This is an optimization exercise on Yosys and OpenROAD, whose aim is small area, a short achievable clock period and few clock cycles per item, not a production implementation.
Function was checked by simulation only, so behaviour that the tests miss may differ from the original.
Power figures rest on the tool's default switching activity, not on a simulated workload.

--- flow/run.sh ---
#!/bin/bash
# synth_recipe.tcl (not shown) runs the flow's synth.tcl, then flattens the netlist and writes it again
# the make line also repeats each setting of config.mk as NAME=value (left out here)
make -C /OpenROAD-flow-scripts/flow DESIGN_CONFIG=/design/flow/config.mk WORK_HOME=/design/flow/orfs CLKGATE_MAP_FILE= SYNTH_SCRIPT=/design/flow/synth_recipe.tcl finish
--- flow/config.mk ---
export PLATFORM = sky130hd
export DESIGN_NAME = snn_layer
export DESIGN_NICKNAME = snn_layer
export VERILOG_FILES = /design/flow/design.v
export SDC_FILE = /design/flow/constraint.sdc
export NUM_CORES = 4
export LEC_CHECK = 0
export CAP_MARGIN = 20
export CORE_MARGIN = 2
export CORE_UTILIZATION = 30
export PLACE_DENSITY = 0.5
export SLEW_MARGIN = 20
--- flow/constraint.sdc ---
create_clock -name core_clock -period 10.0 [get_ports {clock}]
set_input_delay 2.0000 -clock core_clock [delete_from_list [all_inputs] [get_ports {clock}]]
set_output_delay 2.0000 -clock core_clock [all_outputs]
set_load 0.01 [all_outputs]
--- flow/design.v ---
package snn_pkg;
  typedef enum logic [2:0] {
    IDLE  = 3'd0,
    READ  = 3'd1,
    TAIL  = 3'd2,
    FIRE  = 3'd3,
    DRAIN = 3'd4
  } state_e;
  localparam int SNN_N_NEURONS  = 16;
  localparam int SNN_N_INPUTS   = 16;
  localparam int SNN_W_WIDTH    = 8;
  localparam int SNN_POT_WIDTH  = 16;
  localparam int SNN_LEAK_SHIFT = 3;
  function automatic logic signed [63:0] sat_add(input logic signed [63:0] a,
                                                 input logic signed [63:0] b,
                                                 input int width);
    logic signed [63:0] s;
    logic signed [63:0] hi;
    logic signed [63:0] lo;
    s  = a + b;
    hi = (64'sd1 <<< (width - 1)) - 64'sd1;
    lo = -hi - 64'sd1;
    if (s > hi) begin
      sat_add = hi;
    end else if (s < lo) begin
      sat_add = lo;
    end else begin
      sat_add = s;
    end
  endfunction
endpackage
module snn_weight_ram #(
  parameter int ADDR_W = 8,
  parameter int DATA_W = 8
) (
  input  logic              clock,
  input  logic              wr_en,
  input  logic [ADDR_W-1:0] wr_addr,
  input  logic [DATA_W-1:0] wr_data,
  input  logic [ADDR_W-1:0] rd_addr,
  output logic [DATA_W-1:0] rd_data
);
  logic [DATA_W-1:0] mem_q [2**ADDR_W];
  logic [DATA_W-1:0] rd_data_q;
  always_ff @(posedge clock) begin
    if (wr_en) begin
      mem_q[wr_addr] <= wr_data;
    end
    rd_data_q <= mem_q[rd_addr];
  end
  assign rd_data = rd_data_q;
endmodule
module snn_layer #(
  parameter int N_NEURONS  = snn_pkg::SNN_N_NEURONS,
  parameter int N_INPUTS   = snn_pkg::SNN_N_INPUTS,
  parameter int W_WIDTH    = snn_pkg::SNN_W_WIDTH,
  parameter int POT_WIDTH  = snn_pkg::SNN_POT_WIDTH,
  parameter int LEAK_SHIFT = snn_pkg::SNN_LEAK_SHIFT
) (
  input  logic                                   clock,
  input  logic                                   reset_n,
  input  logic                                   in_valid,
  output logic                                   in_ready,
  input  logic [$clog2(N_INPUTS)-1:0]            in_addr,
  input  logic                                   wr_en,
  input  logic [$clog2(N_INPUTS*N_NEURONS)-1:0]  wr_addr,
  input  logic [W_WIDTH-1:0]                     wr_data,
  input  logic [POT_WIDTH-1:0]                   threshold,
  input  logic                                   leak_tick,
  output logic                                   out_valid,
  input  logic                                   out_ready,
  output logic [$clog2(N_NEURONS)-1:0]           out_addr,
  output logic                                   busy
);
  localparam int AW_N  = $clog2(N_NEURONS);
  localparam int AW_IN = $clog2(N_INPUTS);
  snn_pkg::state_e                      state_q, state_d;
  logic [AW_IN-1:0]            addr_q, addr_d;
  logic [AW_N-1:0]             k_q, k_d;
  logic [N_NEURONS-1:0]        pend_q, pend_d;
  logic signed [POT_WIDTH-1:0] pot_q [N_NEURONS];
  logic signed [POT_WIDTH-1:0] pot_d [N_NEURONS];
  logic                        in_ready_q, in_ready_d;
  logic                        out_valid_q, out_valid_d;
  logic [AW_N-1:0]             out_addr_q, out_addr_d;
  logic                        busy_q, busy_d;
  logic [W_WIDTH-1:0]          rd_data_s;
  logic [AW_N-1:0]             acc_idx_s;
  logic                        leak_block_s;
  function automatic logic [AW_N-1:0] lowest_set(input logic [N_NEURONS-1:0] v);
    lowest_set = '0;
    for (int i = N_NEURONS - 1; i >= 0; i--) begin
      if (v[i]) begin
        lowest_set = AW_N'(i);
      end else begin
        lowest_set = lowest_set;
      end
    end
  endfunction
  snn_weight_ram #(
    .ADDR_W(AW_IN + AW_N),
    .DATA_W(W_WIDTH)
  ) u_ram (
    .clock   (clock),
    .wr_en   (wr_en),
    .wr_addr (wr_addr),
    .wr_data (wr_data),
    .rd_addr ({addr_q, k_q}),
    .rd_data (rd_data_s)
  );
  assign acc_idx_s = k_q - AW_N'(1);
  logic leak_pend_q, leak_pend_d;
  assign leak_block_s = leak_pend_d;
  always_comb begin
    state_d     = state_q;
    addr_d      = addr_q;
    k_d         = k_q;
    pend_d      = pend_q;
    out_valid_d = out_valid_q;
    out_addr_d  = out_addr_q;
    for (int i = 0; i < N_NEURONS; i++) begin
      pot_d[i] = pot_q[i];
    end
    leak_pend_d = leak_pend_q | leak_tick;
    case (state_q)
      snn_pkg::IDLE: begin
        if (leak_pend_q) begin
          for (int i = 0; i < N_NEURONS; i++) begin
            pot_d[i] = pot_q[i] - (pot_q[i] >>> LEAK_SHIFT);
          end
          leak_pend_d = leak_tick;
        end else
        if (in_valid && in_ready_q) begin
          addr_d  = in_addr;
          k_d     = '0;
          state_d = snn_pkg::READ;
        end else begin
          state_d = snn_pkg::IDLE;
        end
      end
      snn_pkg::READ: begin
        k_d = k_q + AW_N'(1);
        if (k_q != '0) begin
          pot_d[acc_idx_s] = POT_WIDTH'(snn_pkg::sat_add(64'(pot_q[acc_idx_s]),
                                                64'($signed(rd_data_s)), POT_WIDTH));
        end else begin
          pot_d[acc_idx_s] = pot_q[acc_idx_s];
        end
        if (k_q == AW_N'(N_NEURONS - 1)) begin
          state_d = snn_pkg::TAIL;
        end else begin
          state_d = snn_pkg::READ;
        end
      end
      snn_pkg::TAIL: begin
        pot_d[acc_idx_s] = POT_WIDTH'(snn_pkg::sat_add(64'(pot_q[acc_idx_s]),
                                              64'($signed(rd_data_s)), POT_WIDTH));
        state_d = snn_pkg::FIRE;
      end
      snn_pkg::FIRE: begin
        for (int i = 0; i < N_NEURONS; i++) begin
          if (pot_q[i] >= $signed(threshold)) begin
            pend_d[i] = 1'b1;
            pot_d[i]  = '0;
          end else begin
            pend_d[i] = 1'b0;
          end
        end
        if (pend_d != '0) begin
          state_d     = snn_pkg::DRAIN;
          out_valid_d = 1'b1;
          out_addr_d  = lowest_set(pend_d);
        end else begin
          state_d = snn_pkg::IDLE;
        end
      end
      snn_pkg::DRAIN: begin
        if (out_ready) begin
          pend_d[out_addr_q] = 1'b0;
          if (pend_d == '0) begin
            state_d     = snn_pkg::IDLE;
            out_valid_d = 1'b0;
          end else begin
            out_addr_d = lowest_set(pend_d);
          end
        end else begin
          state_d = snn_pkg::DRAIN;
        end
      end
      default: begin
        state_d     = snn_pkg::IDLE;
        out_valid_d = 1'b0;
      end
    endcase
    in_ready_d = (state_d == snn_pkg::IDLE) && !leak_block_s;
    busy_d     = (state_d != snn_pkg::IDLE);
  end
  always_ff @(posedge clock or negedge reset_n) begin
    if (!reset_n) begin
      state_q     <= snn_pkg::IDLE;
      addr_q      <= '0;
      k_q         <= '0;
      pend_q      <= '0;
      in_ready_q  <= 1'b1;
      out_valid_q <= 1'b0;
      out_addr_q  <= '0;
      busy_q      <= 1'b0;
      for (int i = 0; i < N_NEURONS; i++) begin
        pot_q[i] <= '0;
      end
    end else begin
      state_q     <= state_d;
      addr_q      <= addr_d;
      k_q         <= k_d;
      pend_q      <= pend_d;
      in_ready_q  <= in_ready_d;
      out_valid_q <= out_valid_d;
      out_addr_q  <= out_addr_d;
      busy_q      <= busy_d;
      for (int i = 0; i < N_NEURONS; i++) begin
        pot_q[i] <= pot_d[i];
      end
    end
  end
  always_ff @(posedge clock or negedge reset_n) begin
    if (!reset_n) begin
      leak_pend_q <= 1'b0;
    end else begin
      leak_pend_q <= leak_pend_d;
    end
  end
  assign in_ready  = in_ready_q;
  assign out_valid = out_valid_q;
  assign out_addr  = out_addr_q;
  assign busy      = busy_q;
endmodule
==> impl_metrics.env <==
export IMPL_outcome="complete, no violations"
export IMPL_drt_wl_total_um=346000
export IMPL_cts_sinks=2347
export IMPL_core_um2=369000
export IMPL_cts_tree="done"
export IMPL_vias=66800
export IMPL_routedWlPerCell_um=27.7
export IMPL_firstDrtPassIters=7
export IMPL_path_class="reg -> reg"
export IMPL_whs_endpoint="pend_q[1]"
export IMPL_antenna_found_initial=14
export IMPL_dieArea_um2=376000
export IMPL_worstMarginPinSlew_ns=1.19
export IMPL_max_freq_mhz=126
export IMPL_max_slew_margin=0.203
export IMPL_htree_levels=5
export IMPL_ff2ff_path_depth=22
export IMPL_n_fill_cell=35300
export IMPL_cp_cell_sequence="inv_1 -> ha_1 -> nor2b_1 -> a21boi_0 -> o21a_1 -> a22oi_1 -> nand3_1 -> nor2_1 -> a21oi_1 -> ha_1 -> inv_1 -> fa_1 -> nor2b_1 -> o31ai_2 -> a211oi_1 -> or3_1 -> nand3_1 -> a2bb2oi_1 -> a21oi_1 -> o21ai_4 -> o21ai_0 -> o21ai_0"
export IMPL_fin_worst_skew_ns=0.0782
export IMPL_antenna_left=0
export IMPL_start_util=0.302
export IMPL_hold_class="reg -> reg"
export IMPL_final_core_util=0.342
export IMPL_cp_max_fo=50
export IMPL_gp_congestion=0.940
export IMPL_clk_latency_ns=0.90
export IMPL_viasPerCell=5.34
export IMPL_fin_ws_ns=2.06
export IMPL_pre_cts_slack_ns=2.22
export IMPL_fp_dieW_um=613
export IMPL_drive_gt1_frac=0.172
export IMPL_crit_path_start_kind="flip-flop"
export IMPL_drv_cap=0
export IMPL_synth_seq_cells=2347
export IMPL_ys_warn_count=4
export IMPL_placed_area_um2=118000
export IMPL_async_flop_share=0.124
export IMPL_critPathLaunch="k_q[1]"
export IMPL_seq_area_frac_synth=0.620
export IMPL_drv_slew=0
export IMPL_period_share=0.794
export IMPL_io_pins=49
export IMPL_end_kind="flip-flop"
export IMPL_finalSetupViolations=0
export IMPL_cp_top_family="compound AO/OA/AOI/OAI gates"
export IMPL_ctsHoldBuffers=0
export IMPL_path_buf_inv=2
export IMPL_post_route_cell_area_um2=126000
export IMPL_gr_total_overflow=0
export IMPL_drt_iter0_drc=6462
export IMPL_drc_errors=0
export IMPL_grt_start_max_net_pins=170
export IMPL_synth_edff_count=2048
export IMPL_slowest_delay_ns=0.97
export IMPL_grt_pass1_wl_um=496000
export IMPL_critPathArrivalTime_ns=8.69
export IMPL_numCtsBuffers=262
export IMPL_synth_nets=7831
export IMPL_numPortBuffers=48
export IMPL_p_leak_nw=42.7
export IMPL_nets=7933
export IMPL_row_count=223
export IMPL_die_height_um=613
export IMPL_hold_slack_ns=0.476
export IMPL_crit_path_top_delay_cell="o21ai_4"
export IMPL_period_needed_ns=7.94
export IMPL_rsz0062_at_grt="false"
export IMPL_cts_resized_gates=0
export IMPL_clockRootBuffer="clkbuf_16"
export IMPL_path_clk_slew_ns=0.06
export IMPL_reg2reg_slack_ns=2.06
export IMPL_worstHoldStart="pend_q[1]"
export IMPL_netlist_area_um2=111000
export IMPL_dp_hpwl_um=229000
export IMPL_r2r_start="k_q[1]"
export IMPL_first_global_vias=66700
export IMPL_syn_inst=7250
export IMPL_tns_ns=0
export IMPL_gr_usage_all_layers=0.182
export IMPL_clockBufferDepth=4
export IMPL_hold_depth=2
export IMPL_syn_to_final_growth_pct=13.3
export IMPL_ys_types=94
export IMPL_reg2reg_to="pot_q[8][7]"
export IMPL_syn_avg_cell_area_um2=15.3
export IMPL_cts_post_setup_buffers_inserted=0
export IMPL_ys_flop_type="edfxtp_1"
export IMPL_max_vdd_ir_drop_v=0.000293
export IMPL_hold_viol=0
export IMPL_powerDensity_nw_per_um2=327
export IMPL_worstPathRequired_ns=10.75
## power by group
part / internal, mW / switching (mW) / total (mW)
Clock: 5.35 / 3.99 / 9.34
Combinational: 8.26 / 10.5 / 18.7
Sequential: 11.2 / 1.86 / 13.1
## layout by cell type (no fill, tap or decap), types with 145 or more instances in the layout
| cell | count |
|---|---|
| edfxtp_1 | 2048 |
| inv_1 | 296 |
| nand3_1 | 145 |
| clkbuf_16 | 272 |
| dfrtp_1 | 284 |
| a21oi_1 | 357 |
| nor2_1 | 565 |
| mux4_2 | 680 |
| o21ai_0 | 318 |
| nand2_1 | 312 |
| ha_1 | 522 |
## through the flow
step	power [mW]	cells
final	41.2	12500
after CTS	41.4	12500
after detailed placement	31.9	12000
after floorplan	25.7	7250
after global placement	31.8	12000
after global routing	43.5	12500
## sequential cells by signal, indices dropped and copies added, names as in the netlist
name             flops
busy_q               1
state_q              3
out_valid_q          1
k_q                  4
pot_q              256
pend_q              16
u_ram.mem_q       2048
out_addr_q           4
leak_pend_q          1
u_ram.rd_data_q      8
addr_q               4
in_ready_q           1
## cells in the mapped netlist (59+ instances only)
cell type	instances	area, µm²
a21o_1	59	443
buf_2	64	320
o21a_1	66	495
mux4_2	680	15300
xor2_1	95	832
a21oi_1	363	1820
nor2b_1	62	388
nor2_1	568	2130
ha_1	522	6530
o21ai_0	318	1590
a22oi_1	75	563
edfxtp_1	2048	61500
nor3_1	72	360
clkbuf_1	218	818
nand4_1	59	369
nand3_1	145	726
nand2b_1	77	482
a31oi_1	118	738
nand2_1	313	1170
inv_1	296	1110
xnor2_1	88	771
dfrtp_1	290	7260
## layer usage
metal	track usage	share of wire	vias up
met4	0.0664	0.041	8
met2	0.299	0.48	2019
met1	0.244	0.43	35200
met5	0	0.00014	-
li1	-	-	29000
met3	0.0244	0.051	584
## area by class of cell
type / instances / area (µm²) / area share
timing repair buffer: 175 / 1590 / 0.0126
inverter: 300 / 1130 / 0.00894
multi-input combinational: 4266 / 40000 / 0.317
clock buffer: 349 / 7190 / 0.0570
clock inverter: 115 / 961 / 0.00763
tap: 4950 / 6190 / 0.0492
antenna: 5 / 12.5 / 0.0000993
sequential: 2347 / 69000 / 0.547
## cells by family after synthesis
group / share of synthesized area
buffers and inverters: 0.0226
adder cells (fa/ha/maj): 0.0618
AO/OA/AOI/OAI: 0.0778
multiplexers: 0.142
XOR/XNOR: 0.0144
AND/OR/NAND/NOR: 0.0612
flip-flops: 0.620
## worst max path at each step
stage,to,slack (ns),depth (start not counted)
floorplan,pot_q[12][0],3.58,28
CTS,pot_q[6][7],2.18,20
detailed placement,pot_q[6][7],2.22,20
finish,pot_q[8][7],2.06,22
global placement,pot_q[15][1],2.26,21
global route,pot_q[9][7],1.63,19
## worst reg2reg max path: cells and delay by family (launching register included)
| kind | cells | cell delay [ns] |
|---|---|---|
| adder cells (fa/ha/maj) | 3 | 1.07 |
| AO/OA/AOI/OAI | 11 | 4.64 |
| AND/OR/NAND/NOR | 6 | 1.07 |
| flip-flops | 1 | 0.75 |
| buffers and inverters | 2 | 0.34 |
Testbench counts, summed over its fixed seeds: cycles 38,523, events 1,920.

## what the ideal ports hide
No port has a modelled driver above. Below, the same layout with a new extraction and two added sets of constraints. Step 1 assumes that a clkbuf_16 drives the clock port and a buf_2 every other input. Step 2 also shifts input and output timing later by t, the mid clock arrival at the registers, as if the neighbouring blocks saw the same clock. Three values: ideal ports, drivers, drivers and shift; two values: the first two.
t (ns): 0.963
setup slack, ns: 2.062 / 2.062 / 2.062
worst setup path at the end: register to register
worst register clock-pin slew, ns: 0.08 / 0.08
After both steps setup and hold are still met in this run. The setup slack of this run moves by 0.000 ns with the drivers and by 0.000 ns with both steps.
